From an optimization exercise on the open Yosys and OpenROAD flow, aimed at small area; shortcuts taken in it are not production practice.
Function was checked by simulation only, so behaviour that the tests miss may differ from the original.
Power and IR drop assume default switching activity.

### design.v
module bimode_pred_top (
  input  logic        clk,
  input  logic        rst,
  input  logic        pred_valid,
  output logic        pred_ready,
  input  logic [63:0] branch_address,
  output logic        pred_resp_valid,
  output logic        prediction,
  output logic        pred_resp_squash,
  input  logic        upd_valid,
  input  logic        real_ton,
  output logic        upd_mispredict,
  output logic        upd_err,
  output logic [2:0]  inflight_cnt,
  output logic [15:0] total_cnt,
  output logic [15:0] hit_cnt
);
  localparam logic [1:0] CH_RST = 2'b01;
  localparam logic [1:0] TK_RST = 2'b10;
  localparam logic [1:0] NT_RST = 2'b01;
  function automatic logic [1:0] sat2(input logic [1:0] c, input logic up);
    sat2 = {(c[1] & c[0]) | (c[1] & up) | (c[0] & up),
            (c[1] & up) | (c[1] & ~c[0]) | (up & ~c[0])};
  endfunction
  logic        tbl_vld_q;
  logic [7:0]  spec_hist_q, arch_hist_q;
  logic        rec_q;
  logic        resp_valid_q, prediction_q, squash_q, mispredict_q, err_q;
  logic [2:0]  cnt_q;
  logic [1:0]  rd_ptr_q;
  logic [15:0] total_q, hit_q;
  logic [7:0]  e_cidx [4];
  logic [7:0]  e_didx [4];
  logic        e_bank [4];
  logic        e_pred [4];
  logic [1:0]  e_cch  [4];
  logic [1:0]  e_cdir [4];
  logic [7:0]  h_cidx, h_didx;
  logic        h_bank, h_pred;
  logic [1:0]  h_cch, h_cdir;
  logic        q_empty, q_full, resolve, misp, choice_upd, ch_we;
  logic [1:0]  ch_new, dir_new;
  assign h_cidx = e_cidx[rd_ptr_q];
  assign h_didx = e_didx[rd_ptr_q];
  assign h_bank = e_bank[rd_ptr_q];
  assign h_pred = e_pred[rd_ptr_q];
  assign h_cch  = e_cch[rd_ptr_q];
  assign h_cdir = e_cdir[rd_ptr_q];
  assign q_empty    = (cnt_q == 3'd0);
  assign q_full     = cnt_q[2];
  assign resolve    = upd_valid & ~q_empty;
  assign misp       = resolve & (real_ton ^ h_pred);
  assign choice_upd = ~((h_bank ^ real_ton) & ~(h_cdir[1] ^ real_ton));
  assign ch_we      = resolve & choice_upd;
  assign ch_new     = sat2(h_cch, real_ton);
  assign dir_new    = sat2(h_cdir, real_ton);
  logic [511:0] ch_q, tk_q, nt_q;
  logic [15:0]  ch_hi, ch_lo, dr_hi, tk_hi, nt_hi, dr_lo;
  always_comb begin
    for (int j = 0; j < 16; j++) begin
      ch_hi[j] = ch_we & (h_cidx[7:4] == 4'(j));
      ch_lo[j] = (h_cidx[3:0] == 4'(j));
      dr_hi[j] = resolve & (h_didx[7:4] == 4'(j));
      dr_lo[j] = (h_didx[3:0] == 4'(j));
    end
    tk_hi = dr_hi & {16{h_bank}};
    nt_hi = dr_hi & {16{~h_bank}};
    ch_hi = ch_hi | {16{~tbl_vld_q}};
    ch_lo = ch_lo | {16{~tbl_vld_q}};
    tk_hi = tk_hi | {16{~tbl_vld_q}};
    nt_hi = nt_hi | {16{~tbl_vld_q}};
    dr_lo = dr_lo | {16{~tbl_vld_q}};
  end
  logic [1:0] ch_wd, tk_wd, nt_wd;
  assign ch_wd = ch_new ^ CH_RST;
  assign tk_wd = dir_new ^ TK_RST;
  assign nt_wd = dir_new ^ NT_RST;
  for (genvar i = 0; i < 256; i++) begin : g_tbl
    logic ch_s, tk_s, nt_s;
    assign ch_s = ch_hi[i / 16] & ch_lo[i % 16];
    assign tk_s = tk_hi[i / 16] & dr_lo[i % 16];
    assign nt_s = nt_hi[i / 16] & dr_lo[i % 16];
    always_ff @(posedge clk) begin
      if (ch_s) ch_q[2*i +: 2] <= ch_wd & {2{tbl_vld_q}};
      if (tk_s) tk_q[2*i +: 2] <= tk_wd & {2{tbl_vld_q}};
      if (nt_s) nt_q[2*i +: 2] <= nt_wd & {2{tbl_vld_q}};
    end
  end
  logic [7:0] base_idx, dir_idx;
  logic [1:0] ch_rd, tk_rd, nt_rd, sel_rd;
  logic       bank_sel, pred_dir, accept, push;
  logic [1:0] p_cch, p_cdir;
  assign base_idx = branch_address[9:2];
  assign dir_idx  = base_idx ^ spec_hist_q;
  assign ch_rd    = (ch_q[2*base_idx +: 2] & {2{tbl_vld_q}}) ^ CH_RST;
  assign tk_rd    = (tk_q[2*dir_idx +: 2] & {2{tbl_vld_q}}) ^ TK_RST;
  assign nt_rd    = (nt_q[2*dir_idx +: 2] & {2{tbl_vld_q}}) ^ NT_RST;
  assign bank_sel = ch_rd[1];
  assign sel_rd   = bank_sel ? tk_rd : nt_rd;
  assign pred_dir = sel_rd[1];
  assign pred_ready = ~rec_q & ~q_full;
  assign accept     = pred_valid & pred_ready;
  assign push       = accept & ~misp;
  assign p_cch  = (ch_we & (base_idx == h_cidx)) ? ch_new : ch_rd;
  assign p_cdir = (resolve & (bank_sel == h_bank) & (dir_idx == h_didx)) ? dir_new : sel_rd;
  logic [1:0] wr_ptr;
  assign wr_ptr = rd_ptr_q + cnt_q[1:0];
  for (genvar k = 0; k < 4; k++) begin : g_q
    logic wr_k, fch_k, fdir_k;
    assign wr_k   = push & (wr_ptr == 2'(k));
    assign fch_k  = ch_we & (e_cidx[k] == h_cidx);
    assign fdir_k = resolve & (e_bank[k] == h_bank) & (e_didx[k] == h_didx);
    always_ff @(posedge clk) begin
      if (wr_k) begin
        e_cidx[k] <= base_idx;
        e_didx[k] <= dir_idx;
        e_bank[k] <= bank_sel;
        e_pred[k] <= pred_dir;
        e_cch[k]  <= p_cch;
        e_cdir[k] <= p_cdir;
      end else begin
        if (fch_k)  e_cch[k]  <= ch_new;
        if (fdir_k) e_cdir[k] <= dir_new;
      end
    end
  end
  always_ff @(posedge clk or posedge rst) begin
    if (rst) begin
      tbl_vld_q    <= 1'b0;
      spec_hist_q  <= '0;
      arch_hist_q  <= '0;
      rec_q        <= 1'b0;
      resp_valid_q <= 1'b0;
      prediction_q <= 1'b0;
      squash_q     <= 1'b0;
      mispredict_q <= 1'b0;
      err_q        <= 1'b0;
      cnt_q        <= '0;
      rd_ptr_q     <= '0;
      total_q      <= '0;
      hit_q        <= '0;
    end else begin
      tbl_vld_q    <= 1'b1;
      if (resolve) arch_hist_q <= {arch_hist_q[6:0], real_ton};
      if (misp)        spec_hist_q <= {arch_hist_q[6:0], real_ton};
      else if (accept) spec_hist_q <= {spec_hist_q[6:0], pred_dir};
      rec_q        <= misp;
      resp_valid_q <= accept;
      prediction_q <= accept & pred_dir;
      squash_q     <= accept & misp;
      mispredict_q <= misp;
      err_q        <= upd_valid & q_empty;
      if (misp) cnt_q <= '0;
      else      cnt_q <= cnt_q + 3'(push) - 3'(resolve);
      if (resolve) rd_ptr_q <= rd_ptr_q + 2'd1;
      if (resolve && (total_q != '1)) total_q <= total_q + 16'd1;
      if (resolve && !misp && (hit_q != '1)) hit_q <= hit_q + 16'd1;
    end
  end
  assign pred_resp_valid  = resp_valid_q;
  assign prediction       = prediction_q;
  assign pred_resp_squash = squash_q;
  assign upd_mispredict   = mispredict_q;
  assign upd_err          = err_q;
  assign inflight_cnt     = cnt_q;
  assign total_cnt        = total_q;
  assign hit_cnt          = hit_q;
endmodule
### run.sh
#!/bin/bash
# synth_recipe.tcl (not shown) runs the flow's synth.tcl, then flattens the netlist and writes it again
# the make line also repeats each setting of config.mk as NAME=value (left out here)
make -C /OpenROAD-flow-scripts/flow DESIGN_CONFIG=/design/flow/config.mk WORK_HOME=/design/flow/orfs CLKGATE_MAP_FILE= SYNTH_SCRIPT=/design/flow/synth_recipe.tcl finish
### constraint.sdc
create_clock -name core_clock -period 10.0 [get_ports {clk}]
set_input_delay 2.0000 -clock core_clock [delete_from_list [all_inputs] [get_ports {clk}]]
set_output_delay 2.0000 -clock core_clock [all_outputs]
set_load 0.01 [all_outputs]
### config.mk
export PLATFORM = sky130hd
export DESIGN_NAME = bimode_pred_top
export DESIGN_NICKNAME = bimode_pred_top
export VERILOG_FILES = /design/flow/design.v
export SDC_FILE = /design/flow/constraint.sdc
export NUM_CORES = 4
export LEC_CHECK = 0
export CAP_MARGIN = 20
export CORE_MARGIN = 2
export CORE_UTILIZATION = 45
export PLACE_DENSITY = 0.6
export SLEW_MARGIN = 20
==> flow_summary.ini <==
[min_path]
hp-class = register to register

[setup_path]
cp_common_cell = inv_1
worstSetupStartpoint = branch_address[7]
cp_cell_sequence = clkdlybuf4s50_1 > buf_4 > xnor2_1 > inv_1 > nand2_1 > nor2_1 > a41oi_1 > o21ai_0 > or4_1 > nand4_1 > a32oi_2 > inv_1
slowest_delay_ps = 910
r2r-end = nt_q[448]
endpoint = e_pred[1]
rr_worst_depth = 9
critPathKind = input port to register
critPathSlowestCell = nor2_1
reg2reg_slack_ps = 4950
crit_arrival_ps = 6880
cp.required_ps = 10480
critPathMaxFanout = 17
cp-start-kind = input port
endpoint_kind = register
reg2reg_from = rd_ptr_q[0]

[global_route]
grt-busiest-layer = met2
met2_usage_pct = 34.42
gr-total-overflow = 0
gr-usage-all-layers_pct = 21.47
grt_pass1_wl_um = 250500
antenna_found_initial = 0
use_met1_pct = 30.58
grt_pass1_vias = 38410
gr-usage-met3_pct = 3.596
grt_max_degree = 257

[power]
p_seq_share_pct = 44.8
power_frac_comb_pct = 31.2
p_int_mw = 17.13
p_switching_mw = 8.330
ir_drop_uv = 281.5
cellPowerDensity_nw_per_um2 = 325.7
p_clk_share_pct = 24.0
swShare_pct = 32.72
leakage_nw = 26.24

[synth]
synth.area.mux_share_pct = 13.26
ys_seq_area_share_pct = 72.31
syn_nets = 4231
synth_top_area_cell = edfxtp_1
synthTopCellsByCount = edfxtp_1 (1624), nor2_1 (887), mux4_2 (385)
synth_top_family_by_area = multiplexers
synth_area_um2 = 69450
async_flop_share_pct = 3.448
ys_warn_count = 7
synth-compound-area-share_pct = 3.760
synth_edf_count = 1624
synthCells = 4151
dominantRegCellSynth = edfxtp_1
yosys.cell_types.count = 63
synth_area_leaders = edfxtp_1 (70%), mux4_2 (12%), nor2_1 (4.8%)
synth_seq_cells = 1682
synthDominantCellAreaShare_pct = 70.22
synth_fa_ha_area_share_pct = 0.2378
syn_area_per_cell_um2 = 16.73
synthSimpleGateAreaFrac_pct = 6.945
post-synth-top-count-cell = edfxtp_1
synth_xor_area_share_pct = 1.576

[sta]
setup_viol = 0
setup_ws_ps = 3601
setup_tns_ps = 0
slew_violations = 0
clock_skew_ps = 31.39
finalHoldViolations = 0
fin_crit_ps = 6399
period_share_pct = 63.99
relSlewSlack_pct = 13.39
rsz0062_at_grt = false
max_freq_mhz = 156.3
worstMarginPinSlew_ps = 1299

[cells_and_area]
final_nets = 4293
area_growth_syn_to_layout_pct = 12.55
final_cell_count_no_fill = 6397
drive_gt1_share_pct = 18.98

[clock_network]
clk_path_buf_depth = 3
postCtsSetupBuffers = 0
h-tree-depth = 4
cts_sinks = 1682
clkTransAtPathRegs_ps = 60
cts-hold-fix-buffers = 0
clock_latency_ps = 800
clock-root-buffer = clkbuf_16
cts_tree = yes
cts_buffers = 168
cts_resized = 0

[run_status]
outcome = complete, no violations

[placed_design]
dp.final_hpwl_um = 96490
place_ws_ps = 2956
finalWeightedCongestion = 0.8088
port_buffers = 53
dp_cells = 6086

[detailed_routing]
wl_per_cell_um = 26.48
drc_errors = 0
first_pass_iters = 6
postRouteAntennaNets = 0
drt-initial-drc-count = 4414
wl_um = 169400
avgViaCountPerCell = 5.901
vias = 37750

[die]
die_height_um = 396.9
ios = 110
die_w_um = 396.9
start_util_pct = 45.19
dieArea_um2 = 157500
rows = 144
fp.coreArea_um2 = 153700

[job]
max_cap_viol_count = 0
-- power groups by stage --
stage	clock, mW	sequential (mW)	combinational (mW)
after detailed placement	0	11.5	7.95
final	6.11	11.4	7.95
after global routing	6.47	11.6	8.51
after global placement	0	11.5	7.87
after CTS	6.21	11.4	7.98
after floorplan	0	11.6	5.17
-- worst min-delay path by stage --
| stage | start | end | cells after the start |
|---|---|---|---|
| after floorplan | arch_hist_q[6] | arch_hist_q[6] | 2 |
| after global placement | arch_hist_q[6] | arch_hist_q[6] | 2 |
| after detailed placement | arch_hist_q[6] | spec_hist_q[7] | 2 |
| after CTS | hit_q[9] | hit_q[9] | 1 |
| after global routing | hit_q[6] | hit_q[6] | 1 |
| final | hit_q[6] | hit_q[6] | 1 |
-- critical path, delay by kind of cell --
family | cells | cell delay [ps]
AND/OR/NAND/NOR | 4 | 1980
buffers and inverters | 4 | 1550
AO/OA/AOI/OAI | 3 | 1150
XOR/XNOR | 1 | 170
-- cell type report --
type,instances,area (um2)
Timing Repair Buffer,168,1548
Inverter,39,163.9
Clock buffer,208,4461
Sequential cell,1682,50220
Antenna cell,1,2.502
Multi-Input combinational cell,2154,18370
Tap cell,2044,2557
Clock inverter,101,843.3
Fill cell,12520,75520
-- sequential cells by signal (all words and copies together) (netlist names) --
register	cells
ch_q	512
nt_q	512
tk_q	512
e_cidx	32
e_didx	32
hit_q	16
total_q	16
e_cch	8
e_cdir	8
spec_hist_q	8
arch_hist_q	7
e_bank	4
e_pred	4
cnt_q	3
rd_ptr_q	2
err_q	1
mispredict_q	1
prediction_q	1
resp_valid_q	1
squash_q	1
tbl_vld_q	1
-- cell usage in the layout (no fill, tap or decap), drive strengths merged, types with 42 or more instances in the layout --
cell and instances:
xnor2 100, dfrtp 58, nand2 167, clkdlybuf4s50 49
clkinv 84, mux4 385, a22oi 123, nand3 42
a21oi 89, edfxtp 1624, nor2 887, clkbuf 208
buf 119
-- metrics by stage --
stage	hold WS (ps)	util [%]	total power, mW	area, um2
6_report	489.7	50.86	25.46	78170
5_1_grt	507.1	50.86	26.53	78160
4_1_cts	492.6	50.83	25.60	78120
3_5_place_dp	472.0	47.38	19.48	72810
3_3_place_gp	474.8	47.37	19.34	72800
2_1_floorplan	445.6	-	16.73	69450
-- cell families after synthesis --
family / Yosys count
AO/OA/AOI/OAI: 378
AND/OR/NAND/NOR: 1203
XOR/XNOR: 122
flip-flops: 1682
buffers and inverters: 315
other: 1
multiplexers: 437
adder cells (fa/ha/maj): 13
-- routing by layer --
metal / share of wire [%] / vias up
met3: 7.0 / 240
met5: 0 / -
met2: 48 / 1372
li1: - / 16310
met1: 43 / 19830
met4: 2.2 / 0

## afterwards: timing with drivers on the ports
The flow's constraints put no driver on any port. The routed layout listed below was extracted and timed again, unchanged, in two steps. Step 1 (the two cells are an assumption about what drives the block):
set clk [get_ports {clk}]
set_driving_cell -lib_cell sky130_fd_sc_hd__clkbuf_16 $clk
set_driving_cell -lib_cell sky130_fd_sc_hd__buf_2 [delete_from_list [all_inputs] $clk]
Step 2 also shifts input and output timing later by t, the mid clock arrival at the registers, as if the neighbouring blocks saw the same clock. Slacks: ideal ports / drivers / drivers and shift; pairs: ideal ports / drivers.
shift t [ns]: 0.861
setup WS [ns]: 3.601 / 3.652 / 2.791
worst setup path at the end: input to register
clock arrival spread, ns: 0.034 / 0.033
slew at the worst register clock pin (ns): 0.07 / 0.07
After both steps setup and hold are still met in this run. The setup slack of this run moves by +0.051 ns with the drivers and by -0.810 ns with both steps.
